What follows belongs to an exercise in optimizing a design on an open flow for small area; a production flow would make more cautious choices.
The RTL was checked by simulation tests, not by an equivalence proof against the original design.
Power is estimated from default activity; no workload was simulated.

## config.mk

```make
export PLATFORM = sky130hd
export DESIGN_NAME = go_back_n_sender_top
export DESIGN_NICKNAME = go_back_n_sender_top
export VERILOG_FILES = /design/flow/design.v
export SDC_FILE = /design/flow/constraint.sdc
export NUM_CORES = 4
export LEC_CHECK = 0
export CAP_MARGIN = 20
export CORE_MARGIN = 2
export CORE_UTILIZATION = 40
export SLEW_MARGIN = 20
```

## run.sh

```bash
#!/bin/bash
# synth_recipe.tcl (not shown) runs the flow's synth.tcl, then flattens the netlist and writes it again
# the make line also repeats each setting of config.mk as NAME=value (left out here)
make -C /OpenROAD-flow-scripts/flow DESIGN_CONFIG=/design/flow/config.mk WORK_HOME=/design/flow/orfs CLKGATE_MAP_FILE= SYNTH_SCRIPT=/design/flow/synth_recipe.tcl finish
```

## design.v

```verilog
package gbn_pkg;
	localparam logic [1:0] CMD_DATA  = 2'd0;
	localparam logic [1:0] CMD_ACK   = 2'd1;
	localparam logic [1:0] CMD_ABORT = 2'd2;
	localparam logic [1:0] CMD_TICK  = 2'd3;
	localparam logic [2:0] KIND_DATA  = 3'd0;
	localparam logic [2:0] KIND_CONF  = 3'd1;
	localparam logic [2:0] KIND_ABORT = 3'd2;
	localparam logic [2:0] KIND_BREAK = 3'd3;
	localparam logic [2:0] KIND_DISC  = 3'd4;
	localparam logic [1:0] REG_CONNECT = 2'd0;
	localparam logic [1:0] REG_RETX    = 2'd1;
	localparam logic [1:0] REG_INACT   = 2'd2;
	localparam logic [15:0] CONNECT_RESET = 16'd5;
	localparam logic [15:0] RETX_RESET    = 16'd5;
	localparam logic [15:0] INACT_RESET   = 16'd10;
endpackage
module gbn_timers (
	input  logic        clk,
	input  logic        arst_n,
	input  logic        start_a,    
	input  logic        start_b,    
	input  logic        inc,        
	input  logic [15:0] lim,        
	output logic        ph,         
	output logic        idle,       
	output logic        fire        
);
	logic [15:0] t0_q, t1_q;
	logic        pa_q, pb_q, ph_q;
	logic        clr;
	logic [16:0] nxt;
	assign ph   = ph_q;
	assign idle = !pa_q && !pb_q;
	assign clr  = ph_q ? pb_q : pa_q;
	assign nxt  = {1'b0, t0_q} + 17'(inc);
	assign fire = nxt >= {1'b0, lim};
	always_ff @(posedge clk) begin
		t0_q <= t1_q;
		t1_q <= clr ? 16'd0 : nxt[15:0];
	end
	always_ff @(posedge clk or negedge arst_n) begin
		if (!arst_n) begin
			ph_q <= 1'b0;
			pa_q <= 1'b0;
			pb_q <= 1'b0;
		end else begin
			ph_q <= !ph_q;
			pa_q <= start_a || (pa_q && ph_q);
			pb_q <= start_b || (pb_q && !ph_q);
		end
	end
endmodule
import gbn_pkg::*;
module go_back_n_sender_top #(
	parameter int WINDOW = 5
) (
	input  logic        clk,
	input  logic        arst_n,
	input  logic        in_valid,
	output logic        in_stall,
	input  logic [1:0]  command,
	input  logic [15:0] seq_num,
	input  logic        end_of_message,
	input  logic [15:0] conn_id,
	input  logic [15:0] dest_address,
	input  logic [15:0] src_address,
	input  logic [9:0]  payload_len,
	input  logic [31:0] payload_word,
	output logic        out_valid,
	input  logic        out_stall,
	output logic [2:0]  kind,
	output logic [15:0] out_seq,
	output logic        out_eom,
	output logic [15:0] out_conn,
	output logic [15:0] out_dest,
	output logic [15:0] out_src,
	output logic [9:0]  out_len,
	output logic [31:0] out_payload,
	output logic        last_of_run,
	input  logic        psel,
	input  logic        penable,
	input  logic        pwrite,
	input  logic [3:0]  paddr,
	input  logic [31:0] pwdata,
	output logic [31:0] prdata,
	output logic        pready
);
	typedef enum logic [3:0] {
		S_IDLE, S_INS, S_TA, S_TB, S_SCAN, S_REL, S_DNEW, S_DCONF, S_RSND,
		S_EABT, S_EDISC, S_ECONF1
	} state_t;
	localparam logic [1:0] M_IDLE = 2'd0, M_AWAIT = 2'd1, M_CONN = 2'd2, M_BREAK = 2'd3;
	logic [106:0] d_q [5];
	logic [2:0]   rk_q [5];
	logic [106:0] in_f;
	logic [106:0] h;
	logic [15:0]  h_seq, h_conn;
	logic [2:0]   h_rk;
	logic         ins;
	logic [2:0]   rk_in;
	state_t      st_q;
	logic [1:0]  mode_q;
	logic [2:0]  cnt_q;
	logic [2:0]  k_q;
	logic [2:0]  sc_q;
	logic [2:0]  best_q;
	logic        fnd_q;
	logic        nm_q;
	logic        fa_q;
	logic        arm_q;
	logic [15:0] c_q;
	logic [15:0] f_q;
	logic [15:0] lim_q [3];
	logic        ov_q;
	logic [2:0]  kind_q;
	logic        last_q;
	logic [15:0] o_seq_q, o_conn_q;
	logic [74:0] o_rest_q;
	logic        acc;
	logic        out_free;
	logic        seq_hit;
	logic        at_k;
	logic        busy_conn;
	logic        t_ph, t_idle, t_fire, t_inc, t_sa, t_sb;
	logic [15:0] t_lim;
	gbn_timers u_timers (
		.clk(clk), .arst_n(arst_n), .start_a(t_sa), .start_b(t_sb), .inc(t_inc),
		.lim(t_lim), .ph(t_ph), .idle(t_idle), .fire(t_fire)
	);
	assign t_lim = t_ph ? lim_q[2] : (mode_q == M_AWAIT ? lim_q[0] : lim_q[1]);
	assign pready = 1'b1;
	always_comb begin
		unique case (paddr[3:2])
			REG_CONNECT: prdata = {16'd0, lim_q[0]};
			REG_RETX:    prdata = {16'd0, lim_q[1]};
			REG_INACT:   prdata = {16'd0, lim_q[2]};
			default:     prdata = '0;
		endcase
	end
	always_ff @(posedge clk or negedge arst_n) begin
		if (!arst_n) begin
			lim_q[0] <= CONNECT_RESET;
			lim_q[1] <= RETX_RESET;
			lim_q[2] <= INACT_RESET;
		end else if (psel && penable && pwrite) begin
			unique case (paddr[3:2])
				REG_CONNECT: lim_q[0] <= pwdata[15:0];
				REG_RETX:    lim_q[1] <= pwdata[15:0];
				REG_INACT:   lim_q[2] <= pwdata[15:0];
				default: ;
			endcase
		end
	end
	assign in_f   = {seq_num, conn_id, end_of_message, payload_len, src_address,
		dest_address, payload_word};
	assign h      = d_q[0];
	assign h_seq  = h[106:91];
	assign h_conn = h[90:75];
	assign h_rk   = rk_q[0];
	assign seq_hit = (h_seq == seq_num);
	assign at_k   = (h_rk == k_q);
	assign busy_conn = mode_q[1];
	always_comb begin
		ins   = 1'b0;
		rk_in = h_rk;
		if (st_q == S_INS && h_rk == cnt_q) ins = 1'b1;
		if (st_q == S_REL) begin
			if (h_rk == best_q) begin
				ins   = 1'b1;
				rk_in = 3'd4;
			end else if (h_rk > best_q) begin
				rk_in = h_rk - 3'd1;
			end
		end
	end
	always_ff @(posedge clk) begin
		for (int i = 0; i < 4; i++) d_q[i] <= d_q[i + 1];
		d_q[4] <= ins ? in_f : h;
	end
	always_ff @(posedge clk or negedge arst_n) begin
		if (!arst_n) begin
			for (int i = 0; i < 5; i++) rk_q[i] <= 3'(i);
		end else begin
			for (int i = 0; i < 4; i++) rk_q[i] <= rk_q[i + 1];
			rk_q[4] <= rk_in;
		end
	end
	always_comb begin
		acc = 1'b0;
		unique case (st_q)
			S_IDLE: acc = in_valid && (
				(command == CMD_TICK && (mode_q == M_IDLE || (mode_q == M_AWAIT && !arm_q))) ||
				(command != CMD_TICK && command != CMD_DATA && mode_q == M_IDLE) ||
				(command != CMD_ACK && command != CMD_TICK && mode_q == M_AWAIT) ||
				(command == CMD_ACK && mode_q == M_AWAIT) ||
				(command == CMD_ABORT && busy_conn) ||
				(command == CMD_DATA && mode_q == M_BREAK) ||
				(command == CMD_ACK && mode_q == M_CONN && seq_num == f_q));
			S_INS:  acc = (h_rk == cnt_q);
			S_TA:   acc = !t_ph && t_idle && mode_q == M_AWAIT;
			S_TB:   acc = 1'b1;
			S_SCAN: acc = (sc_q == 3'd4) && !(fnd_q || (seq_hit && h_rk < cnt_q));
			S_REL:  acc = (sc_q == 3'd4);
			default: acc = 1'b0;
		endcase
	end
	assign in_stall = !acc;
	assign out_free = !ov_q || !out_stall;
	always_comb begin
		t_sa  = 1'b0;
		t_sb  = 1'b0;
		t_inc = 1'b0;
		unique case (st_q)
			S_IDLE: begin
				if (acc && command == CMD_ACK && mode_q == M_AWAIT && seq_num == 16'd1) begin
					t_sa = 1'b1; t_sb = 1'b1;
				end
			end
			S_INS: begin
				if (acc) begin
					if (mode_q == M_IDLE) t_sa = 1'b1;
					else begin
						t_sb = 1'b1;
						if (cnt_q == 3'd4) t_sa = 1'b1;
					end
				end
			end
			S_TA: t_inc = !t_ph && t_idle;
			S_TB: begin
				t_inc = 1'b1;
				if (!t_fire && fa_q) t_sa = 1'b1;
			end
			S_SCAN, S_REL: begin
				if (acc) begin
					t_sa = 1'b1;
					t_sb = (mode_q == M_BREAK);
				end
			end
			default: ;
		endcase
	end
	always_ff @(posedge clk or negedge arst_n) begin
		if (!arst_n) begin
			st_q   <= S_IDLE;
			mode_q <= M_IDLE;
			cnt_q  <= '0;
			f_q    <= '0;
			ov_q   <= 1'b0;
			k_q    <= '0;
			sc_q   <= '0;
			best_q <= '0;
			fnd_q  <= 1'b0;
			nm_q   <= 1'b0;
			fa_q   <= 1'b0;
			arm_q  <= 1'b0;
		end else begin
			if (ov_q && !out_stall) ov_q <= 1'b0;
			sc_q <= sc_q + 3'd1;
			unique case (st_q)
				S_IDLE: begin
					sc_q  <= '0;
					fnd_q <= 1'b0;
					nm_q  <= 1'b0;
					if (in_valid) begin
						if (acc) begin
							if (command == CMD_ACK && mode_q == M_AWAIT) begin
								arm_q <= 1'b0;
								if (seq_num == 16'd1) begin
									mode_q <= M_CONN;
									st_q   <= S_ECONF1;
								end
							end else if (command == CMD_ABORT && busy_conn) begin
								mode_q <= M_IDLE; cnt_q <= '0; f_q <= '0;
								st_q   <= S_EABT;
							end else if (command == CMD_ACK && busy_conn) begin
								mode_q <= M_IDLE; cnt_q <= '0; f_q <= '0;
								st_q   <= S_EDISC;
							end
						end else if (command == CMD_TICK) begin
							st_q <= S_TA;
						end else if (command == CMD_DATA) begin
							st_q <= S_INS;
						end else begin
							st_q <= S_SCAN;
						end
					end
				end
				S_INS: begin
					if (acc) begin
						if (mode_q == M_IDLE) begin
							mode_q <= M_AWAIT;
							arm_q  <= 1'b1;
							k_q    <= '0;
						end else begin
							k_q   <= cnt_q;
							cnt_q <= cnt_q + 3'd1;
							if (end_of_message) f_q <= seq_num;
							if (cnt_q == 3'd4) mode_q <= M_BREAK;
						end
						st_q <= S_DNEW;
					end
				end
				S_TA: begin
					if (!t_ph && t_idle) begin
						fa_q <= t_fire;
						if (mode_q == M_AWAIT) begin
							if (t_fire) begin
								mode_q <= M_IDLE; cnt_q <= '0; f_q <= '0;
								st_q   <= S_EABT;
							end else begin
								st_q <= S_IDLE;
							end
						end else begin
							st_q <= S_TB;
						end
					end
				end
				S_TB: begin
					k_q <= '0;
					if (t_fire) begin
						mode_q <= M_IDLE; cnt_q <= '0; f_q <= '0;
						st_q   <= S_EABT;
					end else if (fa_q && cnt_q != '0) begin
						st_q <= S_RSND;
					end else begin
						st_q <= S_IDLE;
					end
				end
				S_SCAN: begin
					if (seq_hit && h_rk < cnt_q && (!fnd_q || h_rk < best_q)) begin
						fnd_q  <= 1'b1;
						best_q <= h_rk;
					end
					if (seq_hit && h_rk == cnt_q - 3'd1) nm_q <= 1'b1;
					if (sc_q == 3'd4) begin
						sc_q <= '0;
						st_q <= acc ? S_IDLE : S_REL;
					end
				end
				S_REL: begin
					if (sc_q == 3'd4) begin
						cnt_q <= cnt_q - 3'd1;
						if (mode_q == M_BREAK && nm_q) begin
							mode_q <= M_CONN;
							k_q    <= 3'd4;
							st_q   <= S_DCONF;
						end else begin
							st_q <= S_IDLE;
						end
					end
				end
				S_DNEW, S_DCONF, S_RSND: begin
					if (at_k && out_free) begin
						ov_q <= 1'b1;
						if (st_q == S_RSND) begin
							k_q <= k_q + 3'd1;
							if (k_q == cnt_q - 3'd1) st_q <= S_IDLE;
						end else if (st_q == S_DNEW && mode_q != M_AWAIT) begin
							st_q <= S_DCONF;
						end else begin
							st_q <= S_IDLE;
						end
					end
				end
				S_EABT, S_EDISC, S_ECONF1: begin
					if (out_free) begin
						ov_q <= 1'b1;
						st_q <= S_IDLE;
					end
				end
				default: st_q <= S_IDLE;
			endcase
		end
	end
	always_ff @(posedge clk) begin
		if (acc && (st_q == S_INS || (st_q == S_IDLE &&
			(command == CMD_ACK || (command == CMD_ABORT && busy_conn)))))
			c_q <= conn_id;
	end
	logic ld, ld_data, ld_ring, seq_one;
	assign ld      = ((st_q == S_DNEW || st_q == S_DCONF || st_q == S_RSND) && at_k ||
		st_q == S_EABT || st_q == S_EDISC || st_q == S_ECONF1) && out_free;
	assign ld_data = (st_q == S_DNEW || st_q == S_RSND);
	assign ld_ring = (st_q == S_DNEW || st_q == S_RSND ||
		(st_q == S_DCONF && mode_q != M_BREAK));
	assign seq_one = (st_q == S_ECONF1);
	always_ff @(posedge clk) begin
		if (ld) begin
			o_rest_q <= ld_data ? h[74:0] : 75'd0;
			o_seq_q  <= ld_ring ? h_seq : {15'd0, seq_one};
			o_conn_q <= (st_q == S_DNEW || st_q == S_DCONF || st_q == S_RSND) ? h_conn : c_q;
			unique case (st_q)
				S_DNEW, S_RSND: kind_q <= KIND_DATA;
				S_DCONF:        kind_q <= (mode_q == M_BREAK) ? KIND_BREAK : KIND_CONF;
				S_EABT:         kind_q <= KIND_ABORT;
				S_EDISC:        kind_q <= KIND_DISC;
				default:        kind_q <= KIND_CONF;
			endcase
			unique case (st_q)
				S_DNEW:  last_q <= (mode_q == M_AWAIT);
				S_RSND:  last_q <= (k_q == cnt_q - 3'd1);
				default: last_q <= 1'b1;
			endcase
		end
	end
	assign out_valid   = ov_q;
	assign kind        = kind_q;
	assign last_of_run = last_q;
	assign out_seq     = o_seq_q;
	assign out_conn    = o_conn_q;
	assign out_eom     = o_rest_q[74];
	assign out_len     = o_rest_q[73:64];
	assign out_src     = o_rest_q[63:48];
	assign out_dest    = o_rest_q[47:32];
	assign out_payload = o_rest_q[31:0];
endmodule
```

## constraint.sdc

```tcl
create_clock -name core_clock -period 5.0 [get_ports {clk}]
set_input_delay 1.0000 -clock core_clock [delete_from_list [all_inputs] [get_ports {clk}]]
set_output_delay 1.0000 -clock core_clock [all_outputs]
set_load 0.01 [all_outputs]
```

==> results of run 1 <==
## flip-flops by register name, indices dropped and copies added, names as in the netlist, 16 cells and up
register / cells
o_rest_q: 75
lim_q: 48
o_seq_q: 16
o_conn_q: 16
u_timers.t0_q: 16
u_timers.t1_q: 16
d_q: 535
c_q: 16
f_q: 16
## power by group
part           switching (W)  internal (W)  total [W]  leakage (nW)
clock                0.00248       0.00349    0.00596          1.32
sequential          0.000778       0.00897    0.00975          7.22
combinational        0.00205       0.00193    0.00398          3.78
## per-stage QoR
stage / cell area [um^2] / std cells / total power [W]
after floorplan: 24420 / 1716 / 0.01194
after global placement: 28000 / 2723 / 0.01378
after detailed placement: 28000 / 2723 / 0.01389
after CTS: 30690 / 2873 / 0.02000
after global routing: 30690 / 2874 / 0.02073
final: 30690 / 2875 / 0.01969
## kinds of logic (layout without fill, tap and decap cells)
kind of cell    after synthesis  after routing  synth area share
xor+xnor                     58             58           0.02147
mux                         217            217           0.09834
other cells                   2             19         0.0003082
simple gates                335            335           0.07118
flops                       799            799            0.7308
compound gates              141            141           0.03816
buf+inv                     113            488           0.02126
fa+ha+maj                    36             36           0.01849
## routing by layer
layer  global-route usage  routed length [um]  part of all wire  vias up
li1                     -                   -                 -     6431
met1               0.2095               22990              0.45     6561
met2               0.2507               22870              0.45      303
met3              0.05405                3749             0.074       89
met4              0.05902                1137             0.022       10
met5                    0                  72            0.0014        -
## worst reg2reg max path, delay by kind of cell (launching register included)
family | cells | cell delay [ns]
multiplexers | 1 | 0.33
AND/OR/NAND/NOR | 6 | 1.56
XOR/XNOR | 1 | 0.26
AO/OA/AOI/OAI | 5 | 1.09
flip-flops | 1 | 0.41
adder cells (fa/ha/maj) | 2 | 0.53
buffers and inverters | 1 | 0.16
## final cells by class
| class | instances | area [um^2] |
|---|---|---|
| repair buffers | 297 | 2912 |
| fillers | 5083 | 29550 |
| clock inverters | 36 | 407.9 |
| inverters | 41 | 153.9 |
| flip-flops and latches | 799 | 17810 |
| clock buffers | 114 | 2281 |
| multi-input cells | 804 | 6151 |
| well taps | 782 | 978.4 |
| diodes | 2 | 5.005 |
## cell usage after synthesis (5+ instances only)
master / instances
nor2b_1: 22
nand2b_1: 5
inv_1: 40
buf_2: 15
edfxtp_1: 127
dfxtp_1: 567
nand4_1: 11
o21ai_0: 34
and2_1: 92
a211oi_1: 6
xnor2_1: 37
mux2i_1: 38
dfrtp_1: 94
dfstp_2: 11
nand2_1: 114
a21oi_1: 50
clkbuf_1: 37
mux2_2: 179
buf_4: 17
xor2_1: 20
nand3_1: 13
ha_1: 36
nor2_1: 28
and3_1: 6
nor4_1: 7
nor3_1: 20
## worst paths after layout
| path | to | slack [ns] | cells past startpoint |
|---|---|---|---|
| setup / recovery | in_stall | 0.34 | 8 |
| hold / removal | d_q[2][75]$_DFF_P_ | 0.32 | 0 |
| setup reg to reg | mode_q[1]$_DFFE_PN0P_ | 0.57 | 16 |
| hold reg to reg | d_q[2][75]$_DFF_P_ | 0.32 | 0 |
| max in group asynchronous | rk_q[3][0]$_DFF_PN1_ | 3.60 | 2 |
| min in group asynchronous | lim_q[1][15]$_DFFE_PN0P_ | 0.44 | 1 |
## cells in the final DEF (no fill, tap or decap), types with 7 or more instances in the layout
master and instances:
clkdlybuf4s50_1 261, clkbuf_8 13, o21ai_0 34, nand4_1 11
mux2_2 179, clkbuf_1 20, dfrtp_1 94, and2_1 92
clkbuf_16 81, nor2_1 28, xor2_1 20, dfstp_2 11
dfxtp_1 567, ha_1 36, conb_1 17, nand3_1 13
a21oi_1 46, clkinv_2 10, edfxtp_1 127, inv_1 40
buf_4 33, nor3_1 19, xnor2_1 37, nor4_1 7
nand2_1 114, mux2i_1 38, nor2b_1 22
==> impl_results.md, run 1 <==
- CP most frequent cell: clkdlybuf4s50_1
- Vias in the first global route: 13901
- Seq/Total Area, Yosys: 0.7308
- Final Skew: 0.03365 ns
- Violation count after the first detailed-route iteration: slightly above 700
- Worst reg2reg startpoint: u_timers.pb_q$_DFF_PN0_
- Area grow syn2layout: 25.98%
- Die ar.: 62900 um^2
- Synth Instances: between 1500 and 2000
- Crit path from: seq_num[0]
- Post-place setup slack: 0.3131 ns
- Crit path buf inv count: 3
- Clk root buf: clkbuf_16
- # port buffers: 262
- Required time worst endpoint: 4.00 ns
- Worst endpoint data arrival time: 3.66 ns
- Min Clock Period, post-route: 4.659 ns
- HPWL after DPL: 32900 um
- Top-area cell type share of the netlist area: 0.4659
- Asr flop ratio synth: 0.1314
- Util after Layout: 0.5095
- Final wirelength: just over 50000 um
- Worst-path clk slew: 0.06 ns
- Primary FF master, synth: dfxtp_1
- MaxCap Viol Count: 0
- HP Start: d_q[3][75]$_DFF_P_
- CTS Buffer Depth: 3
- Nets: 2211
- Slowest cell delay on critical path: 0.61 ns
- Synth Register Bits: roughly 800
- Final setup viols: 0
- Post-synth EDFFs: 127
- Ranking of synthesized cells by area: dfxtp_1, edfxtp_1, dfrtp_1, mux2_2, and2_1
- Crit end category: output pin
- Die Y: 250.8 um
- PwrDens: 641.5 nW/um^2
- Startpoint Class: input pin
- Grt ovf: 0
- Share of layout cells above drive strength 1: 0.1765
- Wire length per cell: 17.68 um
- Die Width: 250.8 um
- Critical path class: input pin to output pin
- Vias per inst: 4.659
- Max-slew violations: 0
- Vias: 13394
- Cts repair resizes: 0
- CTS tree: yes
- Post-Syn Area: 24360 um^2
- VDD IR-drop max: 0.3640 mV
- Final worst-path cycle share: 0.9319
- Hold_ws: 0.3164 ns
- Syn. warnings: 5
- Top delay family on crit path: buffers and inverters
- RSZ-0062 raised after global routing: no
- Slew headroom: 0.3431
- Largest net degree at the start of global routing: 77
- Initial core utilization: 0.4044
- Outcome: no timing/DRC/antenna violations
- First-pass DRT Iterations: 5
- GRT Overall Usage: 0.1612
- Number of I/O pins: just under 300
- GPL Wtd Cong: 0.8531
- DR DRC count: 0
- Final Hold Viols: 0
- Total CTS buffers: 80
- H-tree lvl count: 3
- First-pass GRT wire length: a little under 80000 um
- Clk sink count: approximately 800
- Cells along the critical path: clkdlybuf4s50_1 > xnor2_1 > nand4_1 > nor4_1 > buf_4 > a41oi_1 > a211oi_4 > clkdlybuf4s50_1
- Post-CTS Setup Inserts: 0
- Skew-Pair Late Insertion Delay: 0.62 ns
- Critical path's slowest cell: clkdlybuf4s50_1
- Syn avg cell area: 14.32 um^2
- FP Rows: 90
- Antenna violations before repair: 6
- CP Max Fanout: 2
- Setup_tns: 0 ns
- Worst Hold Class: flop to flop
- Yosys cell types: 68
- Core Footprint: 60250 um^2
- Worst slew pin tran: 0.9822 ns
- Biggest area consumer among synthesized cells: dfxtp_1
- Max Freq: 0.2146 GHz
- Worst setup margin: between 0.3 and 0.4 ns
- CTS Hold Bufs: 0
- Antenna viol nets, final: 0
- LEAKAGE: 12.31 nW
==> inputs of run 2 (changes only) <==
--- a/design.v
+++ b/design.v
@@ -240,156 +240,188 @@
 			default: ;
 		endcase
 	end
-	always_ff @(posedge clk or negedge arst_n) begin
-		if (!arst_n) begin
-			st_q   <= S_IDLE;
-			mode_q <= M_IDLE;
-			cnt_q  <= '0;
-			f_q    <= '0;
-			ov_q   <= 1'b0;
-			k_q    <= '0;
-			sc_q   <= '0;
-			best_q <= '0;
-			fnd_q  <= 1'b0;
-			nm_q   <= 1'b0;
-			fa_q   <= 1'b0;
-			arm_q  <= 1'b0;
-		end else begin
-			if (ov_q && !out_stall) ov_q <= 1'b0;
-			sc_q <= sc_q + 3'd1;
+	state_t      st_n;
+	logic [1:0]  mode_n;
+	logic [2:0]  cnt_n, k_n, sc_n, best_n;
+	logic        ov_n, fnd_n, nm_n, fa_n, arm_n;
+	logic [15:0] f_n;
+	always_comb begin
+		st_n = st_q;
+		mode_n = mode_q;
+		cnt_n = cnt_q;
+		ov_n = ov_q;
+		k_n = k_q;
+		sc_n = sc_q;
+		best_n = best_q;
+		fnd_n = fnd_q;
+		nm_n = nm_q;
+		fa_n = fa_q;
+		arm_n = arm_q;
+		f_n = f_q;
+			if (ov_q && !out_stall) ov_n = 1'b0;
+			sc_n = sc_q + 3'd1;
 			unique case (st_q)
 				S_IDLE: begin
-					sc_q  <= '0;
-					fnd_q <= 1'b0;
-					nm_q  <= 1'b0;
+					sc_n  = '0;
+					fnd_n = 1'b0;
+					nm_n  = 1'b0;
 					if (in_valid) begin
 						if (acc) begin
 							if (command == CMD_ACK && mode_q == M_AWAIT) begin
-								arm_q <= 1'b0;
+								arm_n = 1'b0;
 								if (seq_num == 16'd1) begin
-									mode_q <= M_CONN;
-									st_q   <= S_ECONF1;
+									mode_n = M_CONN;
+									st_n   = S_ECONF1;
 								end
 							end else if (command == CMD_ABORT && busy_conn) begin
-								mode_q <= M_IDLE; cnt_q <= '0; f_q <= '0;
-								st_q   <= S_EABT;
+								mode_n = M_IDLE; cnt_n = '0;
+								st_n   = S_EABT;
 							end else if (command == CMD_ACK && busy_conn) begin
-								mode_q <= M_IDLE; cnt_q <= '0; f_q <= '0;
-								st_q   <= S_EDISC;
+								mode_n = M_IDLE; cnt_n = '0;
+								st_n   = S_EDISC;
 							end
 						end else if (command == CMD_TICK) begin
-							st_q <= S_TA;
+							st_n = S_TA;
 						end else if (command == CMD_DATA) begin
-							st_q <= S_INS;
+							st_n = S_INS;
 						end else begin
-							st_q <= S_SCAN;
+							st_n = S_SCAN;
 						end
 					end
 				end
 				S_INS: begin
 					if (acc) begin
 						if (mode_q == M_IDLE) begin
-							mode_q <= M_AWAIT;
-							arm_q  <= 1'b1;
-							k_q    <= '0;
+							mode_n = M_AWAIT;
+							arm_n  = 1'b1;
+							f_n    = '0;
+							k_n    = '0;
 						end else begin
-							k_q   <= cnt_q;
-							cnt_q <= cnt_q + 3'd1;
-							if (end_of_message) f_q <= seq_num;
-							if (cnt_q == 3'd4) mode_q <= M_BREAK;
+							k_n   = cnt_q;
+							cnt_n = cnt_q + 3'd1;
+							if (end_of_message) f_n = seq_num;
+							if (cnt_q == 3'd4) mode_n = M_BREAK;
 						end
-						st_q <= S_DNEW;
+						st_n = S_DNEW;
 					end
 				end
 				S_TA: begin
 					if (!t_ph && t_idle) begin
-						fa_q <= t_fire;
+						fa_n = t_fire;
 						if (mode_q == M_AWAIT) begin
 							if (t_fire) begin
-								mode_q <= M_IDLE; cnt_q <= '0; f_q <= '0;
-								st_q   <= S_EABT;
+								mode_n = M_IDLE; cnt_n = '0;
+								st_n   = S_EABT;
 							end else begin
-								st_q <= S_IDLE;
+								st_n = S_IDLE;
 							end
 						end else begin
-							st_q <= S_TB;
+							st_n = S_TB;
 						end
 					end
 				end
 				S_TB: begin
-					k_q <= '0;
+					k_n = '0;
 					if (t_fire) begin
-						mode_q <= M_IDLE; cnt_q <= '0; f_q <= '0;
-						st_q   <= S_EABT;
+						mode_n = M_IDLE; cnt_n = '0;
+						st_n   = S_EABT;
 					end else if (fa_q && cnt_q != '0) begin
-						st_q <= S_RSND;
+						st_n = S_RSND;
 					end else begin
-						st_q <= S_IDLE;
+						st_n = S_IDLE;
 					end
 				end
 				S_SCAN: begin
 					if (seq_hit && h_rk < cnt_q && (!fnd_q || h_rk < best_q)) begin
-						fnd_q  <= 1'b1;
-						best_q <= h_rk;
+						fnd_n  = 1'b1;
+						best_n = h_rk;
 					end
-					if (seq_hit && h_rk == cnt_q - 3'd1) nm_q <= 1'b1;
+					if (seq_hit && h_rk == cnt_q - 3'd1) nm_n = 1'b1;
 					if (sc_q == 3'd4) begin
-						sc_q <= '0;
-						st_q <= acc ? S_IDLE : S_REL;
+						sc_n = '0;
+						st_n = acc ? S_IDLE : S_REL;
 					end
 				end
 				S_REL: begin
 					if (sc_q == 3'd4) begin
-						cnt_q <= cnt_q - 3'd1;
+						cnt_n = cnt_q - 3'd1;
 						if (mode_q == M_BREAK && nm_q) begin
-							mode_q <= M_CONN;
-							k_q    <= 3'd4;
-							st_q   <= S_DCONF;
+							mode_n = M_CONN;
+							k_n    = 3'd4;
+							st_n   = S_DCONF;
 						end else begin
-							st_q <= S_IDLE;
+							st_n = S_IDLE;
 						end
 					end
 				end
 				S_DNEW, S_DCONF, S_RSND: begin
 					if (at_k && out_free) begin
-						ov_q <= 1'b1;
+						ov_n = 1'b1;
 						if (st_q == S_RSND) begin
-							k_q <= k_q + 3'd1;
-							if (k_q == cnt_q - 3'd1) st_q <= S_IDLE;
+							k_n = k_q + 3'd1;
+							if (k_q == cnt_q - 3'd1) st_n = S_IDLE;
 						end else if (st_q == S_DNEW && mode_q != M_AWAIT) begin
-							st_q <= S_DCONF;
+							st_n = S_DCONF;
 						end else begin
-							st_q <= S_IDLE;
+							st_n = S_IDLE;
 						end
 					end
 				end
 				S_EABT, S_EDISC, S_ECONF1: begin
 					if (out_free) begin
-						ov_q <= 1'b1;
-						st_q <= S_IDLE;
+						ov_n = 1'b1;
+						st_n = S_IDLE;
 					end
 				end
-				default: st_q <= S_IDLE;
+				default: st_n = S_IDLE;
 			endcase
+	end
+	always_ff @(posedge clk or negedge arst_n) begin
+		if (!arst_n) begin
+			st_q   <= S_IDLE;
+			mode_q <= M_IDLE;
+			cnt_q  <= '0;
+			ov_q   <= 1'b0;
+		end else begin
+			st_q   <= st_n;
+			mode_q <= mode_n;
+			cnt_q  <= cnt_n;
+			ov_q   <= ov_n;
 		end
 	end
 	always_ff @(posedge clk) begin
+		k_q    <= k_n;
+		sc_q   <= sc_n;
+		best_q <= best_n;
+		fnd_q  <= fnd_n;
+		nm_q   <= nm_n;
+		fa_q   <= fa_n;
+		arm_q  <= arm_n;
+		f_q    <= f_n;
+	end
+	always_ff @(posedge clk) begin
 		if (acc && (st_q == S_INS || (st_q == S_IDLE &&
 			(command == CMD_ACK || (command == CMD_ABORT && busy_conn)))))
 			c_q <= conn_id;
 	end
-	logic ld, ld_data, ld_ring, seq_one;
+	logic ld, ld_data, ld_ring, ld_cring, seq_one;
 	assign ld      = ((st_q == S_DNEW || st_q == S_DCONF || st_q == S_RSND) && at_k ||
 		st_q == S_EABT || st_q == S_EDISC || st_q == S_ECONF1) && out_free;
 	assign ld_data = (st_q == S_DNEW || st_q == S_RSND);
 	assign ld_ring = (st_q == S_DNEW || st_q == S_RSND ||
 		(st_q == S_DCONF && mode_q != M_BREAK));
 	assign seq_one = (st_q == S_ECONF1);
+	assign ld_cring = (st_q == S_DNEW || st_q == S_DCONF || st_q == S_RSND);
+	logic [74:0] rest_ld, rest_hold;
+	assign rest_ld   = {75{ld && ld_data}};
+	assign rest_hold = {75{!ld}};
 	always_ff @(posedge clk) begin
+		o_rest_q <= (h[74:0] & rest_ld) | (o_rest_q & rest_hold);
+		o_seq_q  <= (h_seq & {16{ld && ld_ring}}) | (o_seq_q & {16{!ld}}) |
+			{15'd0, ld && seq_one};
+		o_conn_q <= (h_conn & {16{ld && ld_cring}}) | (c_q & {16{ld && !ld_cring}}) |
+			(o_conn_q & {16{!ld}});
 		if (ld) begin
-			o_rest_q <= ld_data ? h[74:0] : 75'd0;
-			o_seq_q  <= ld_ring ? h_seq : {15'd0, seq_one};
-			o_conn_q <= (st_q == S_DNEW || st_q == S_DCONF || st_q == S_RSND) ? h_conn : c_q;
 			unique case (st_q)
 				S_DNEW, S_RSND: kind_q <= KIND_DATA;
 				S_DCONF:        kind_q <= (mode_q == M_BREAK) ? KIND_BREAK : KIND_CONF;
==> impl_results.md, run 2 <==
- Outcome: no timing/DRC/antenna violations
- Worst Hold Class: flop to flop
- Biggest regs: d_q (535), o_rest_q (75), lim_q (48)
- First-pass GRT wire length: 78450 um (-0.44%)
- Count leader, synth: dfxtp_1
- # port buffers: 262 (unchanged)
- Required time worst endpoint: 4.00 ns (about the same)
- GPL Wtd Cong: 0.8576 (+0.53%)
- Total CTS buffers: 80 (unchanged)
- FP Rows: 89 (-1.1%)
- Hold_ws: 0.2995 ns (-0.01686 ns)
- Top-area cell type share of the netlist area: 0.5683 (+0.1025)
- Max Freq: 0.2145 GHz (about the same)
- Antenna violations before repair: 6 (unchanged)
- LEAKAGE: 12.56 nW (+2.0%)
- Critical path class: input pin to output pin
- Seq/Total Area, Yosys: 0.7066 (-0.02421)
- Share of layout cells above drive strength 1: 0.1645 (-0.01197)
- Biggest area consumer among synthesized cells: dfxtp_1
- Ranking of synthesized cells by area: dfxtp_1, mux2_2, dfrtp_1, edfxtp_1, nand2_1
- Final setup viols: 0 (unchanged)
- Worst R2R Path Depth: 16 (unchanged)
- Critical path's slowest cell: clkdlybuf4s50_1
- VDD IR-drop max: 0.4468 mV (+23%)
- RSZ-0062 raised after global routing: no
- Yosys cell types: 73 (+7.4%)
- Final wirelength: 50350 um (-0.94%)
- Vias: 14019 (+4.7%)
- Placement Cell Area: 27380 um^2 (-2.2%)
- DR DRC count: 0 (unchanged)
- Setup_tns: 0 ns (unchanged)
- Initial core utilization: 0.4040 (about the same)
- CP Max Fanout: 9 (+7)
- Core Footprint: 59020 um^2 (-2.0%)
- MaxCap Viol Count: 0 (unchanged)
- Post-synth top cells: dfxtp_1, nand2_1, mux2_2, nand3_1, dfrtp_1
- Antenna viol nets, final: 0 (unchanged)
- Worst-path clk slew: 0.06 ns (about the same)
- CTS tree: yes
- Worst slew pin tran: 1.031 ns (+0.04875 ns)
- Most frequent cells in the layout: dfxtp_1, nand2_1, clkdlybuf4s50_1, mux2_2, nand3_1
- Vias per inst: 4.664 (+0.10%)
- Skew-Pair Late Insertion Delay: 0.62 ns (about the same)
- Clk root buf: clkbuf_16
- Final Hold Viols: 0 (unchanged)
- Worst reg-to-reg setup slack: 0.42 ns (-0.15 ns)
- Worst reg2reg startpoint: u_timers.pb_q$_DFF_PN0_
- Max reg flops: 535 (unchanged)
- Die ar.: 61590 um^2 (-2.1%)
- Crit end category: output pin
- Grt ovf: 0 (unchanged)
- Slowest cell delay on critical path: 0.58 ns (-0.03 ns)
- Post-Syn Area: 23850 um^2 (-2.1%)
- Primary FF master, synth: dfxtp_1
- Syn avg cell area: 12.77 um^2 (-11%)
- Hold depth: 0 (unchanged)
- CTS Buffer Depth: 3 (unchanged)
- Total chip power: 0.02077 W (+5.5%)
- Area grow syn2layout: 26.69%
- Die Y: 248.2 um (-1.1%)
- Worst setup margin: 0.3380 ns (-0.002605 ns)
- CP most frequent cell: clkdlybuf4s50_1
- Hold EP: d_q[0][96]$_DFF_P_
- H-tree lvl count: 3 (unchanged)
- Synth Instances: 1867 (+9.8%)
- Most common cell after layout, fill and taps aside: dfxtp_1
- GRT Overall Usage: 0.1626 (+0.001449)
- Post-synth EDFFs: 46 (-64%)
- Wire length per cell: 16.75 um (-5.3%)
- First-pass DRT Iterations: 5 (unchanged)
- Post-CTS Setup Inserts: 0 (unchanged)
- Post-place setup slack: 0.2175 ns (-0.09562 ns)
- Nets: 2354 (+6.5%)
- Syn. warnings: 5 (unchanged)
- Violation count after the first detailed-route iteration: 631 (-12%)
- Worst endpoint data arrival time: 3.66 ns (about the same)
- Clk sink count: 799 (unchanged)
- HP Start: d_q[1][96]$_DFF_P_
- Worst r2r dst: cnt_q[0]$_DFFE_PN0P_
- Startpoint Class: input pin
- HPWL after DPL: 32350 um (-1.7%)
- Synth Register Bits: 799 (unchanged)
- Largest net degree at the start of global routing: 92 (+19%)
- Min Clock Period, post-route: 4.662 ns (+0.002605 ns)
- Asr flop ratio synth: 0.09512 (-0.03630)
- Max-slew violations: 0 (unchanged)
- Largest register by flop count: d_q
- Slew headroom: 0.3127 (-0.03042)
- Final Skew: 0.03532 ns (+0.001669 ns)
- Final worst-path cycle share: 0.9324 (about the same)
- Number of I/O pins: 298 (unchanged)
- Design area: 30210 um^2 (-1.6%)
- PwrDens: 687.6 nW/um^2 (+7.2%)
- Die Width: 248.2 um (-1.1%)
- Cells along the critical path: clkdlybuf4s50_1 > xor2_1 > nor4_1 > nand4_1 > o31ai_2 > o21ai_2 > inv_4 > clkdlybuf4s50_1
- Vias in the first global route: 14188 (+2.1%)
## run 2: cell count changes in the layout (fill, tap and decap cells not counted), moves of 20 or more
cell,previous run,this run
nand2_1,114,263
dfxtp_1,567,677
and2_1,92,5
edfxtp_1,127,46
nand3_1,13,87
dfrtp_1,94,65
xor2_1,20,41
mux2i_1,38,18
## run 2: cell type report
type                            count  area [um^2]
Sequential cell                   799        16850
Clock buffer                      110         2342
Multi-Input combinational cell    965         6554
Clock inverter                     37        454.2
Inverter                           24        92.59
Timing Repair Buffer              296         2945
Antenna cell                        2        5.005
Fill cell                        5129        28810
Tap cell                          773        967.2
## run 2: metrics by stage
step,util,instances
2_1_floorplan,-,1882
3_3_place_gp,0.4639,2856
3_5_place_dp,0.4639,2856
4_1_cts,0.5113,3003
5_1_grt,0.5118,3004
6_report,0.5119,3006
## run 2: repair_timing
action / 4_1_cts / 5_1_grt
resized for setup: 0 / 2
hold buffers: 0 / 0
hold endpoints to repair: 0 / 0
endpoints found under the setup margin: 0 / 4
## run 2: routing by layer
| metal | part of all wire | up-vias | global-route usage |
|---|---|---|---|
| met5 | 0.0016 | - | 0 |
| met4 | 0.018 | 10 | 0.05147 |
| met3 | 0.076 | 81 | 0.05570 |
| met2 | 0.46 | 356 | 0.2574 |
| met1 | 0.45 | 6694 | 0.2095 |
| li1 | - | 6878 | - |
## run 2: worst max-delay path by stage
stage	startpoint	endpoint	slack, ns
finish	seq_num[8]	in_stall	0.34
global route	u_timers.pa_q$_DFF_PN0_	mode_q[1]$_DFFE_PN0P_	0.06
CTS	u_timers.pb_q$_DFF_PN0_	cnt_q[0]$_DFFE_PN0P_	0.21
detailed placement	u_timers.pb_q$_DFF_PN0_	cnt_q[0]$_DFFE_PN0P_	0.22
global placement	u_timers.pb_q$_DFF_PN0_	cnt_q[0]$_DFFE_PN0P_	0.28
floorplan	st_q[3]$_DFFE_PN0P_	cnt_q[0]$_DFFE_PN0P_	0.80
## run 2: kinds of logic after synthesis
| family | count (synthesis) | synth area share |
|---|---|---|
| buf+inv | 118 | 0.02272 |
| simple gates | 510 | 0.09848 |
| xor+xnor | 59 | 0.02167 |
| flops | 799 | 0.7066 |
| compound gates | 161 | 0.04539 |
| mux | 182 | 0.08594 |
| fa+ha+maj | 36 | 0.01889 |
| other cells | 2 | 0.0003149 |
## run 2: where the power goes
| group | switching, W | leakage [nW] | internal [W] |
|---|---|---|---|
| logic | 0.00209 | 4.19 | 0.00204 |
| registers | 0.00107 | 7.01 | 0.00945 |
| clock network | 0.00252 | 1.36 | 0.00360 |
## run 2: worst max-delay path, delay by kind of cell
family	cells	cell delay, ns
buffers and inverters	3	1.25
AOI/OAI and AO/OA	2	0.47
and+or+nand+nor	2	0.73
xor gates and xnor gates	1	0.21
==> inputs of run 3 (changes only) <==
--- a/config.mk
+++ b/config.mk
@@ -7,5 +7,8 @@
 export LEC_CHECK = 0
 export CAP_MARGIN = 20
 export CORE_MARGIN = 2
-export CORE_UTILIZATION = 40
+export CORE_UTILIZATION = 70
+export CTS_BUF_LIST = sky130_fd_sc_hd__clkbuf_16
+export CTS_CLUSTER_DIAMETER = 100
+export CTS_CLUSTER_SIZE = 30
 export SLEW_MARGIN = 20
==> impl_results.md, run 3 <==
- Outcome: no timing/DRC/antenna violations
- PwrDens: 640.0 nW/um^2 (-6.9%)
- Worst-path clk slew: 0.12 ns (+0.06 ns)
- Final setup viols: 0 (unchanged)
- Die ar.: 35560 um^2 (-42%)
- Sequential share of power: 0.600 (+0.093)
- Final Hold Viols: 0 (unchanged)
- GPL Wtd Cong: 0.9105 (+6.2%)
- CP Max Fanout: 5 (-4)
- Combinational fraction of design power: 0.236 (+0.037)
- Initial core utilization: 0.7112 (+0.3071)
- Biggest regs: d_q (535), o_rest_q (75), lim_q (48)
- Cell Count, Final, Fillers Out: 2576 (-14%)
- Post-place setup slack: 0.2708 ns (+0.05337 ns)
- Wire length per cell: 19.62 um (+17%)
- Synth Register Bits: 799 (unchanged)
- Number of I/O pins: 298 (unchanged)
- First-pass DRT Iterations: 5 (unchanged)
- Share of layout cells above drive strength 1: 0.1228 (-0.04168)
- Area grow syn2layout: 16.46%
- Final worst-path cycle share: 0.9572 (+0.02483)
- Worst setup margin: 0.2138 ns (-0.1241 ns)
- Slew headroom: 0.3486 (+0.03592)
- MaxCap Viol Count: 0 (unchanged)
- Core Footprint: 33530 um^2 (-43%)
- H-tree lvl count: 1 (-2)
- Total CTS buffers: 30 (-63%)
- CTS tree: yes
- Biggest area consumer among synthesized cells: dfxtp_1
- Worst Hold Class: flop to flop
- Clk root buf: clkbuf_16
- Die Y: 188.6 um (-24%)
- Synth Instances: 1867 (unchanged)
- VDD IR-drop max: 0.5094 mV (+14%)
- Post-Syn Area: 23850 um^2 (unchanged)
- First-pass GRT wire length: 79180 um (+0.93%)
- Max-slew violations: 0 (unchanged)
- Largest net degree at the start of global routing: 85 (-7.6%)
- Critical path class: flop to flop
- Worst slew pin tran: 0.9771 ns (-0.05389 ns)
- Worst reg-to-reg setup slack: 0.21 ns (-0.21 ns)
- Max Freq: 0.2089 GHz (-2.6%)
- NetSw: 0.005168 W (-9.0%)
- DR DRC count: 0 (unchanged)
- Antenna viol nets, final: 0 (unchanged)
- Asr flop ratio synth: 0.09512 (unchanged)
- Antenna violations before repair: 3 (-3)
- Primary FF master, synth: dfxtp_1
- Required time worst endpoint: 5.51 ns (+1.51 ns)
- Yosys cell types: 73 (unchanged)
- Nets: 2299 (-2.3%)
- Sw frac: 0.2908 (+0.01746)
- Count leader, synth: dfxtp_1
- Startpoint Class: flop
- Vias in the first global route: 14595 (+2.9%)
- Post-synth top cells: dfxtp_1, nand2_1, mux2_2, nand3_1, dfrtp_1
- FP Rows: 67 (-25%)
- Vias per inst: 5.470 (+17%)
- Worst endpoint data arrival time: 5.29 ns (+1.63 ns)
- Max reg flops: 535 (unchanged)
- LEAKAGE: 11.62 nW (-7.5%)
- Ranking of synthesized cells by area: dfxtp_1, mux2_2, dfrtp_1, edfxtp_1, nand2_1
- Crit end category: flop
- Vias: 14090 (+0.51%)
- Most frequent cells in the layout: dfxtp_1, nand2_1, clkdlybuf4s50_1, mux2_2, nand3_1
- Syn avg cell area: 12.77 um^2 (unchanged)
- Die Width: 188.6 um (-24%)
- # placed instances: 2527 (-12%)
- CTS Buffer Depth: 3 (unchanged)
- Share of power burned in the clock network: 0.164 (-0.130)
- Internal power: 0.01261 W (-16%)
- Seq/Total Area, Yosys: 0.7066 (unchanged)
- Violation count after the first detailed-route iteration: 910 (+44%)
- GRT Overall Usage: 0.2810 (+0.1184)
- Min Clock Period, post-route: 4.786 ns (+0.1241 ns)
- Final Skew: 0.02270 ns (-0.01262 ns)
- Final wirelength: 50550 um (+0.40%)
- Skew-Pair Late Insertion Delay: 0.61 ns (about the same)
- Top-area cell type share of the netlist area: 0.5683 (unchanged)
- Clk sink count: 799 (unchanged)
- Syn. warnings: 5 (unchanged)
- HPWL after DPL: 32880 um (+1.6%)
- Post-synth EDFFs: 46 (unchanged)
- Grt ovf: 0 (unchanged)
- Most common cell after layout, fill and taps aside: dfxtp_1
- # port buffers: 262 (unchanged)
- Largest register by flop count: d_q
-- run 3: cells by family after synthesis --
kind of cell | count (synthesis) | share of synthesized area
AO/OA/AOI/OAI | 161 | 0.04539
XOR/XNOR | 59 | 0.02167
adder cells (fa/ha/maj) | 36 | 0.01889
buffers and inverters | 118 | 0.02272
flip-flops | 799 | 0.7066
multiplexers | 182 | 0.08594
other | 2 | 0.0003149
AND/OR/NAND/NOR | 510 | 0.09848
-- run 3: layout make-up --
class	instances	area, um^2
inverters	24	92.59
well taps	448	560.5
clock buffers	31	775.7
clock inverters	15	68.82
diodes	3	7.507
repair buffers	291	2860
flip-flops and latches	799	16850
multi-input cells	965	6558
fillers	1811	5759
-- run 3: routing by layer --
| layer | track usage | vias up | share of wire |
|---|---|---|---|
| met3 | 0.05513 | 83 | 0.060 |
| met2 | 0.4799 | 411 | 0.49 |
| met1 | 0.3724 | 6885 | 0.43 |
| met5 | 0 | - | 0 |
| met4 | 0.06851 | 0 | 0.024 |
| li1 | - | 6711 | - |
-- run 3: critical path: stages, from the launching register on --
cell and delay (ns):
dfrtp_1 0.37, inv_1 0.06, nor3_1 0.42, a21boi_0 0.37, ha_1 0.26, nand4_1 0.14
or4_1 0.64, nand2b_1 0.21, xnor2_1 0.19, ha_1 0.28, nand3_1 0.15, nor3_1 0.08
a2111oi_1 0.51, o2111ai_2 0.34, a22oi_1 0.27, o21ai_2 0.12, mux2_2 0.28
-- run 3: power groups by stage --
stage / combinational (W) / clock, W / sequential (W)
finish: 0.00419 / 0.00292 / 0.0107
global route: 0.00451 / 0.00317 / 0.0109
CTS: 0.00419 / 0.00296 / 0.0107
detailed placement: 0.00412 / 0 / 0.0107
global placement: 0.00399 / 0 / 0.0105
floorplan: 0.00230 / 0 / 0.0104
-- run 3: what timing repair did --
action	4_1_cts	5_1_grt
resized for setup	0	2
setup buffers	0	0
endpoints found under the setup margin	0	5
hold buffers	0	0
-- run 3: stage by stage --
stage / hold slack [ns] / total power [W] / utilization / TNS, ns / area (um^2)
final: 0.3194 / 0.01777 / 0.8282 / 0 / 27770
after global routing: 0.3306 / 0.01860 / 0.8282 / -0.1647 / 27770
after CTS: 0.3288 / 0.01782 / 0.8278 / 0 / 27760
after detailed placement: 0.3121 / 0.01485 / 0.8026 / 0 / 26910
after global placement: 0.3096 / 0.01451 / 0.8026 / 0 / 26910
after floorplan: 0.3096 / 0.01270 / - / 0 / 23900
-- run 3: worst paths after layout --
kind,startpoint,cells past startpoint,to
worst max-delay path,st_q[1]$_DFFE_PN0P_,16,cnt_q[1]$_DFFE_PN0P_
min in group asynchronous,arst_n,2,st_q[3]$_DFFE_PN0P_
max in group asynchronous,arst_n,2,lim_q[2][13]$_DFFE_PN0P_
worst min-delay path,d_q[2][12]$_DFF_P_,0,d_q[1][12]$_DFF_P_
worst max register to register,st_q[1]$_DFFE_PN0P_,16,cnt_q[1]$_DFFE_PN0P_
worst min register to register,d_q[2][12]$_DFF_P_,0,d_q[1][12]$_DFF_P_
==> inputs of run 4 (changes only) <==
--- a/config.mk
+++ b/config.mk
@@ -8,7 +8,7 @@
 export CAP_MARGIN = 20
 export CORE_MARGIN = 2
 export CORE_UTILIZATION = 70
-export CTS_BUF_LIST = sky130_fd_sc_hd__clkbuf_16
-export CTS_CLUSTER_DIAMETER = 100
-export CTS_CLUSTER_SIZE = 30
+export CTS_BUF_LIST = sky130_fd_sc_hd__clkbuf_8
+export CTS_CLUSTER_DIAMETER = 60
+export CTS_CLUSTER_SIZE = 16
 export SLEW_MARGIN = 20
==> impl_results.md, run 4 <==
- Final Hold Viols: 0 (unchanged)
- Syn avg cell area: 12.77 um^2 (unchanged)
- Synth Register Bits: 799 (unchanged)
- DR DRC count: 0 (unchanged)
- Post-place setup slack: 0.2708 ns (unchanged)
- Combinational fraction of design power: 0.233 (-0.003)
- Final setup viols: 0 (unchanged)
- Worst slew pin tran: 0.9645 ns (-0.01253 ns)
- Slew headroom: 0.3570 (+0.008356)
- Asr flop ratio synth: 0.09512 (unchanged)
- Max reg flops: 535 (unchanged)
- Number of I/O pins: 298 (unchanged)
- Worst endpoint data arrival time: 5.30 ns (about the same)
- Antenna violations before repair: 4 (+1)
- Cts repair resizes: 0 (unchanged)
- FP Rows: 67 (unchanged)
- Share of power burned in the clock network: 0.171 (+0.007)
- Vias per inst: 5.469 (about the same)
- Final wirelength: 51120 um (+1.1%)
- # port buffers: 262 (unchanged)
- Most common cell after layout, fill and taps aside: dfxtp_1
- CTS Hold Bufs: 0 (unchanged)
- HP Start: d_q[2][6]$_DFF_P_
- Total CTS buffers: 58 (+93%)
- Max-slew violations: 0 (unchanged)
- Sequential share of power: 0.596 (-0.004)
- Post-synth top cells: dfxtp_1, nand2_1, mux2_2, nand3_1, dfrtp_1
- Design area: 27900 um^2 (+0.47%)
- Startpoint Class: flop
- Worst-path clk slew: 0.09 ns (-0.03 ns)
- Skew-Pair Late Insertion Delay: 0.68 ns (+0.07 ns)
- Filler Cell Count: 1796 (-0.83%)
- Vias in the first global route: 15087 (+3.4%)
- GPL Wtd Cong: 0.9105 (unchanged)
- HPWL after DPL: 32880 um (unchanged)
- Syn. warnings: 5 (unchanged)
- Post-CTS Setup Inserts: 0 (unchanged)
- Share of layout cells above drive strength 1: 0.1368 (+0.01396)
- CTS tree: yes
- Yosys cell types: 73 (unchanged)
- Die Y: 188.6 um (unchanged)
- Hold_ws: 0.3154 ns (-0.004043 ns)
- Sw frac: 0.2970 (+0.006190)
- Placement Cell Area: 26910 um^2 (unchanged)
- CP Max Fanout: 5 (unchanged)
- Vias: 14308 (+1.5%)
- Area grow syn2layout: 17.02%
- Multi-input gate area: 6558 um^2 (unchanged)
- VDD IR-drop max: 0.4804 mV (-5.7%)
- Crit end category: flop
- Top-area cell type share of the netlist area: 0.5683 (unchanged)
- Biggest regs: d_q (535), o_rest_q (75), lim_q (48)
- Die ar.: 35560 um^2 (unchanged)
- Largest register by flop count: d_q
- Grt ovf: 0 (unchanged)
- Required time worst endpoint: 5.55 ns (+0.04 ns)
- First-pass DRT Iterations: 5 (unchanged)
- NetSw: 0.005320 W (+2.9%)
- Post-synth EDFFs: 46 (unchanged)
- Ranking of synthesized cells by area: dfxtp_1, mux2_2, dfrtp_1, edfxtp_1, nand2_1
- MaxCap Viol Count: 0 (unchanged)
- Initial core utilization: 0.7112 (unchanged)
- Post-Syn Area: 23850 um^2 (unchanged)
- Die Width: 188.6 um (unchanged)
- Worst r2r dst: cnt_q[0]$_DFFE_PN0P_
- Worst Hold Class: flop to flop
- Largest net degree at the start of global routing: 85 (unchanged)
- Clk root buf: clkbuf_8
- First-pass GRT wire length: 80790 um (+2.0%)
- Outcome: no timing/DRC/antenna violations
- Nets: 2327 (+1.2%)
- Min Clock Period, post-route: 4.746 ns (-0.04040 ns)
- CTS Buffer Depth: 3 (unchanged)
- Final worst-path cycle share: 0.9492 (-0.008081)
- Internal power: 0.01259 W (about the same)
- Crit path from: st_q[1]$_DFFE_PN0P_
- Worst R2R Path Depth: 16 (unchanged)
- Count leader, synth: dfxtp_1
- Violation count after the first detailed-route iteration: 765 (-16%)
- H-tree lvl count: 2 (+1)
- PwrDens: 641.9 nW/um^2 (+0.31%)
- CP endpoint: cnt_q[0]$_DFFE_PN0P_
- Synth Instances: 1867 (unchanged)
- LEAKAGE: 11.72 nW (+0.90%)
- Worst setup margin: 0.2542 ns (+0.04040 ns)
- Biggest area consumer among synthesized cells: dfxtp_1
- Worst reg2reg startpoint: st_q[1]$_DFFE_PN0P_
- Worst reg-to-reg setup slack: 0.25 ns (+0.04 ns)
- Core Footprint: 33530 um^2 (unchanged)
- GRT Overall Usage: 0.2904 (+0.009377)
- Max Freq: 0.2107 GHz (+0.85%)
- Primary FF master, synth: dfxtp_1
- Final Skew: 0.03461 ns (+0.01191 ns)
- Most frequent cells in the layout: dfxtp_1, nand2_1, clkdlybuf4s50_1, mux2_2, nand3_1
- FF+latch area: 16850 um^2 (unchanged)
- Clk sink count: 799 (unchanged)
- Wire length per cell: 19.54 um (-0.41%)
- Critical path class: flop to flop
- Seq/Total Area, Yosys: 0.7066 (unchanged)
- Antenna viol nets, final: 0 (unchanged)
==> run 4: cell counts after synthesis <==
No cell type changed its count.
==> run 4: layout make-up <==
| class | instances | area share |
|---|---|---|
| sequential | 799 | 0.6038 |
| antenna | 4 | 0.0003587 |
| timing repair buffer | 291 | 0.1025 |
| multi-input combinational | 965 | 0.2350 |
| clock inverter | 26 | 0.005784 |
| tap | 448 | 0.02009 |
| clock buffer | 59 | 0.02910 |
| inverter | 24 | 0.003318 |
==> run 4: cell families (layout without fill, tap and decap cells) <==
| logic type | count (synthesis) | in the layout | synth area share |
|---|---|---|---|
| multiplexers | 182 | 182 | 0.08594 |
| adder cells (fa/ha/maj) | 36 | 36 | 0.01889 |
| buffers and inverters | 118 | 400 | 0.02272 |
| AND/OR/NAND/NOR | 510 | 510 | 0.09848 |
| AO/OA/AOI/OAI | 161 | 161 | 0.04539 |
| flip-flops | 799 | 799 | 0.7066 |
| XOR/XNOR | 59 | 59 | 0.02167 |
| other | 2 | 21 | 0.0003149 |
==> run 4: metrics by stage <==
stage,TNS (ns),power (W),util,std cells
2_1_floorplan,0,0.01270,-,1882
3_3_place_gp,0,0.01451,0.8026,2527
3_5_place_dp,0,0.01485,0.8026,2527
4_1_cts,0,0.01799,0.8316,2612
5_1_grt,-0.2242,0.01878,0.8322,2616
6_report,0,0.01791,0.8322,2616
==> run 4: worst min-delay path by stage <==
| stage | end | depth (start not counted) |
|---|---|---|
| after global placement | u_timers.t0_q[8]$_DFF_P_ | 0 |
| after detailed placement | d_q[1][24]$_DFF_P_ | 0 |
| after global routing | d_q[1][12]$_DFF_P_ | 0 |
| after CTS | d_q[1][12]$_DFF_P_ | 0 |
| after floorplan | d_q[0][0]$_DFF_P_ | 0 |
| final | d_q[1][6]$_DFF_P_ | 0 |
==> run 4: power by group through the flow <==
stage	Clock, W	Sequential, W	Combinational (W)
finish	0.00306	0.0107	0.00418
detailed placement	0	0.0107	0.00412
floorplan	0	0.0104	0.00230
global placement	0	0.0105	0.00399
global route	0.00334	0.0109	0.00451
CTS	0.00312	0.0107	0.00418
==> run 4: per-layer routing <==
metal / track usage / share of wire / vias up
met4: 0.09856 / 0.029 / 0
met2: 0.4917 / 0.49 / 454
met3: 0.06519 / 0.060 / 101
met5: 0 / 0 / -
met1: 0.3713 / 0.42 / 6978
li1: - / - / 6775
==> run 4: worst max-delay path: stages, from the launching register on <==
cell,delay [ns]
dfrtp_1,0.37
inv_1,0.06
nor3_1,0.42
a21boi_1,0.31
ha_1,0.24
nand4_1,0.14
or4_1,0.64
nand2b_1,0.21
xnor2_1,0.20
ha_1,0.29
nand3_1,0.15
nor3_1,0.07
a2111oi_1,0.51
o2111ai_2,0.33
a22oi_1,0.28
o21ai_2,0.12
mux2_2,0.28
==> inputs of run 5 (changes only) <==
==> flow/run.sh (new file) <==
#!/bin/bash
set -euo pipefail
export BUFFER_PORTS_ARGS="-buffer_cell sky130_fd_sc_hd__buf_1"
bash standard.sh > standard.log 2>&1
==> standard.sh (new file) <==
#!/bin/bash
# synth_recipe.tcl (not shown) runs the flow's synth.tcl, then flattens the netlist and writes it again
# the make line also repeats each setting of config.mk as NAME=value (left out here)
make -C /OpenROAD-flow-scripts/flow DESIGN_CONFIG=/design/flow/config.mk WORK_HOME=/design/flow/orfs CLKGATE_MAP_FILE= SYNTH_SCRIPT=/design/flow/synth_recipe.tcl "${@:-finish}"
removed: run.sh
==> impl_results.md, run 5 <==
- Critical path class: flop to output pin
- Synth Area in Adders: 0.01889 (unchanged)
- Mux cell area share after synthesis: 0.08594 (unchanged)
- DR DRC count: 0 (unchanged)
- Post-Synth XOR/XNOR Area: 0.02167 (unchanged)
- CP Depth: 8 (-8)
- Compound-Gate Fraction of Synth Area: 0.04539 (unchanged)
- Most common cell after layout, fill and taps aside: dfxtp_1
- Crit path buf inv count: 3 (+2)
- Design area: 26240 um^2 (-6.0%)
- Synth Area in Simple Gates: 0.09848 (unchanged)
- Die Width: 188.6 um (unchanged)
- Violation count after the first detailed-route iteration: 799 (+4.4%)
- Max Freq: 0.2144 GHz (+1.8%)
- Seq/Total Area, Yosys: 0.7066 (unchanged)
- Slowest cell delay on critical path: 0.94 ns (+0.30 ns)
- Clk root buf: clkbuf_8
- Vias in the first global route: 14226 (-5.7%)
- Worst r2r dst: cnt_q[0]$_DFFE_PN0P_
- Synth Register Bits: 799 (unchanged)
- Worst reg2reg startpoint: u_timers.pb_q$_DFF_PN0_
- Post-Syn Area: 23850 um^2 (unchanged)
- Min Clock Period, post-route: 4.664 ns (-0.08196 ns)
- FP Rows: 67 (unchanged)
- First-pass DRT Iterations: 5 (unchanged)
- Critical path's slowest cell: nor2b_1
- Hold depth: 0 (unchanged)
- Syn. warnings: 5 (unchanged)
- Final wirelength: 46570 um (-8.9%)
- Crit path from: mode_q[0]$_DFFE_PN0P_
- Worst Hold Class: flop to flop
- Nets: 2327 (unchanged)
- Startpoint Class: flop
- Largest register by flop count: d_q
- Required time worst endpoint: 4.00 ns (-1.55 ns)
- Initial core utilization: 0.7112 (unchanged)
- Placement Cell Area: 25280 um^2 (-6.1%)
- Total chip power: 0.01714 W (-4.3%)
- CTS Hold Bufs: 0 (unchanged)
- Max-slew violations: 0 (unchanged)
- GPL Wtd Cong: 0.8756 (-3.8%)
- Count leader, synth: dfxtp_1
- RSZ-0062 raised after global routing: no
- Max reg flops: 535 (unchanged)
- Antenna violations before repair: 2 (-2)
- Die ar.: 35560 um^2 (unchanged)
- Share of power burned in the clock network: 0.175 (+0.004)
- H-tree lvl count: 2 (unchanged)
- Worst R2R Path Depth: 16 (unchanged)
- NetSw: 0.005095 W (-4.2%)
- Primary FF master, synth: dfxtp_1
- Combinational fraction of design power: 0.209 (-0.024)
- Setup_tns: 0 ns (unchanged)
- Syn avg cell area: 12.77 um^2 (unchanged)
- Die Y: 188.6 um (unchanged)
- Share of layout cells above drive strength 1: 0.1353 (-0.001511)
- Sw frac: 0.2973 (about the same)
- Ranking of synthesized cells by area: dfxtp_1, mux2_2, dfrtp_1, edfxtp_1, nand2_1
- CP endpoint: in_stall
- Most frequent cells in the layout: dfxtp_1, nand2_1, buf_1, mux2_2, nand3_1
- Crit end category: output pin
- Final Hold Viols: 0 (unchanged)
- Main combinational cell family by area after synthesis: simple AND/OR/NAND/NOR gates
- Top-area cell type share of the netlist area: 0.5683 (unchanged)
- MaxCap Viol Count: 0 (unchanged)
- Yosys cell types: 73 (unchanged)
- CP Max Fanout: 15 (+10)
- Worst reg-to-reg setup slack: 0.46 ns (+0.21 ns)
- FF+latch area: 16850 um^2 (unchanged)
- Worst endpoint data arrival time: 3.66 ns (-1.64 ns)
- Vias per inst: 5.367 (-1.9%)
- Post-synth EDFFs: 46 (unchanged)
- Multi-input gate area: 6550 um^2 (-0.11%)
- CTS tree: yes
- HPWL after DPL: 30700 um (-6.6%)
- Post-synth top cells: dfxtp_1, nand2_1, mux2_2, nand3_1, dfrtp_1
- Number of I/O pins: 298 (unchanged)
- Clk sink count: 799 (unchanged)
- Outcome: no timing/DRC/antenna violations
- VDD IR-drop max: 0.4740 mV (-1.3%)
- Synth Instances: 1867 (unchanged)
- Vias: 14041 (-1.9%)
- Slew headroom: 0.2588 (-0.09822)
- Cells along the critical path: nor2b_1 > buf_4 > a31oi_1 > a21oi_1 > o41a_1 > o21ai_2 > inv_4 > buf_1
- CTS Buffer Depth: 3 (unchanged)
- Cell Count, Final, Fillers Out: 2616 (unchanged)
- Filler Cell Count: 2153 (+20%)
- Area grow syn2layout: 10.04%
- Grt ovf: 0 (unchanged)
- GRT Overall Usage: 0.2649 (-0.02553)
- Final Skew: 0.02962 ns (-0.004991 ns)
- Biggest area consumer among synthesized cells: dfxtp_1
- Largest net degree at the start of global routing: 77 (-9.4%)
- Internal power: 0.01204 W (-4.4%)
- First-pass GRT wire length: 74460 um (-7.8%)
- Wire length per cell: 17.80 um (-8.9%)
- Final setup viols: 0 (unchanged)
- Asr flop ratio synth: 0.09512 (unchanged)
- # port buffers: 262 (unchanged)
- # placed instances: 2527 (unchanged)
- Biggest regs: d_q (535), o_rest_q (75), lim_q (48)
- Final worst-path cycle share: 0.9328 (-0.01639)
- Worst-path clk slew: 0.11 ns (+0.02 ns)
- Top delay family on crit path: simple AND/OR/NAND/NOR gates
- Skew-Pair Late Insertion Delay: 0.68 ns (about the same)
- Antenna viol nets, final: 0 (unchanged)
- Total CTS buffers: 57 (-1.7%)
- Worst slew pin tran: 1.110 ns (+0.1451 ns)
- Core Footprint: 33530 um^2 (unchanged)
- LEAKAGE: 11.06 nW (-5.7%)
- Sequential share of power: 0.616 (+0.020)
- PwrDens: 653.2 nW/um^2 (+1.8%)
## run 5: cell counts after synthesis
Identical to the previous run, type by type.
## run 5: layout make-up
class                           count  area share
Antenna cell                        2   0.0001907
Clock buffer                       58     0.03042
Clock inverter                     28    0.005579
Inverter                           24    0.003529
Multi-Input combinational cell    965      0.2496
Sequential cell                   799      0.6421
Tap cell                          448     0.02136
Timing Repair Buffer              292     0.04716
## run 5: power groups by stage
stage	logic (W)	registers (W)	clock network [W]
5_1_grt	0.00393	0.0108	0.00330
4_1_cts	0.00358	0.0106	0.00308
6_report	0.00358	0.0106	0.00300
2_1_floorplan	0.00230	0.0104	0
3_5_place_dp	0.00355	0.0107	0
3_3_place_gp	0.00345	0.0105	0
## run 5: timing repair
item | 4_1_cts | 5_1_grt
setup buffers | 0 | 1
gates resized for setup | 0 | 0
setup endpoints to repair | 0 | 2
## run 5: how the worst min path moves through the flow
| stage | start | endpoint |
|---|---|---|
| final | d_q[1][70]$_DFF_P_ | d_q[0][70]$_DFF_P_ |
| after global routing | d_q[1][12]$_DFF_P_ | d_q[0][12]$_DFF_P_ |
| after CTS | d_q[1][70]$_DFF_P_ | d_q[0][70]$_DFF_P_ |
| after detailed placement | d_q[1][12]$_DFF_P_ | d_q[0][12]$_DFF_P_ |
| after global placement | d_q[4][15]$_DFF_P_ | d_q[3][15]$_DFF_P_ |
| after floorplan | d_q[1][0]$_DFF_P_ | d_q[0][0]$_DFF_P_ |
## run 5: metal layers
layer,wire length [um],part of all wire,vias to the layer above,track usage
li1,-,-,6776,-
met1,20310,0.44,6744,0.3528
met2,21800,0.47,412,0.4243
met3,2933,0.063,109,0.06165
met4,1528,0.033,0,0.1040
met5,0,0,-,0
## run 5: worst reg2reg max path: stages, from the launching register on
cell       delay [ns]
dfrtp_1          0.42
or3_4            0.42
a21boi_0         0.31
ha_1             0.28
nand4_1          0.16
or4_1            0.65
nand2b_1         0.21
xnor2_1          0.19
ha_1             0.27
nand3_1          0.14
nor3_1           0.07
a2111oi_0        0.37
o2111ai_1        0.16
buf_4            0.19
a22oi_1          0.19
o21ai_2          0.12
mux2_2           0.28
## run 5: kinds of logic (layout without fill, tap and decap cells)
| family | Yosys count | after routing |
|---|---|---|
| other | 2 | 19 |
| flip-flops | 799 | 799 |
| buffers and inverters | 118 | 402 |
| multiplexers | 182 | 182 |
| AO/OA/AOI/OAI | 161 | 161 |
| AND/OR/NAND/NOR | 510 | 510 |
| XOR/XNOR | 59 | 59 |
| adder cells (fa/ha/maj) | 36 | 36 |
## run 5: through the flow
| step | worst slack, ns | hold slack [ns] | util |
|---|---|---|---|
| floorplan | 0.8023 | 0.3096 | - |
| global placement | 0.4365 | 0.3096 | 0.7540 |
| detailed placement | 0.3925 | 0.3121 | 0.7540 |
| CTS | 0.3024 | 0.3179 | 0.7822 |
| global route | 0.06462 | 0.3236 | 0.7825 |
| finish | 0.3362 | 0.3121 | 0.7825 |

port drivers added, routing unchanged:
Ports are ideal in the flow. The routed layouts listed here were re-timed in OpenROAD.
Step 1, drivers: a clkbuf_16 drives clk and a buf_2 each remaining input, both assumed.
Step 2, shift: input delay + t, output delay - t, t = (earliest + latest rising clock arrival at the registers) / 2. This alone moves slack from input paths to output paths.
Slacks: ideal / step 1 / step 2; pairs: ideal / step 1.
run	t, ns	setup WS [ns]	worst hold slack (ns)	slew at the worst register clock pin (ns)
run 1	0.660	0.341 / 0.310 / 0.310	0.316 / 0.316 / 0.316	0.07 / 0.07
run 2	0.661	0.338 / 0.313 / 0.313	0.299 / 0.299 / 0.299	0.07 / 0.07
run 3	0.651	0.214 / 0.214 / 0.214	0.319 / 0.319 / 0.319	0.12 / 0.12
run 4	0.719	0.254 / 0.254 / 0.254	0.315 / 0.315 / 0.315	0.11 / 0.11
run 5	0.714	0.336 / 0.284 / 0.465	0.312 / 0.312 / 0.312	0.11 / 0.11
After both steps setup and hold are still met in every run listed. For run 1, which loses most, drivers alone change the setup slack by -0.031 ns; drivers and shift together by -0.031 ns.
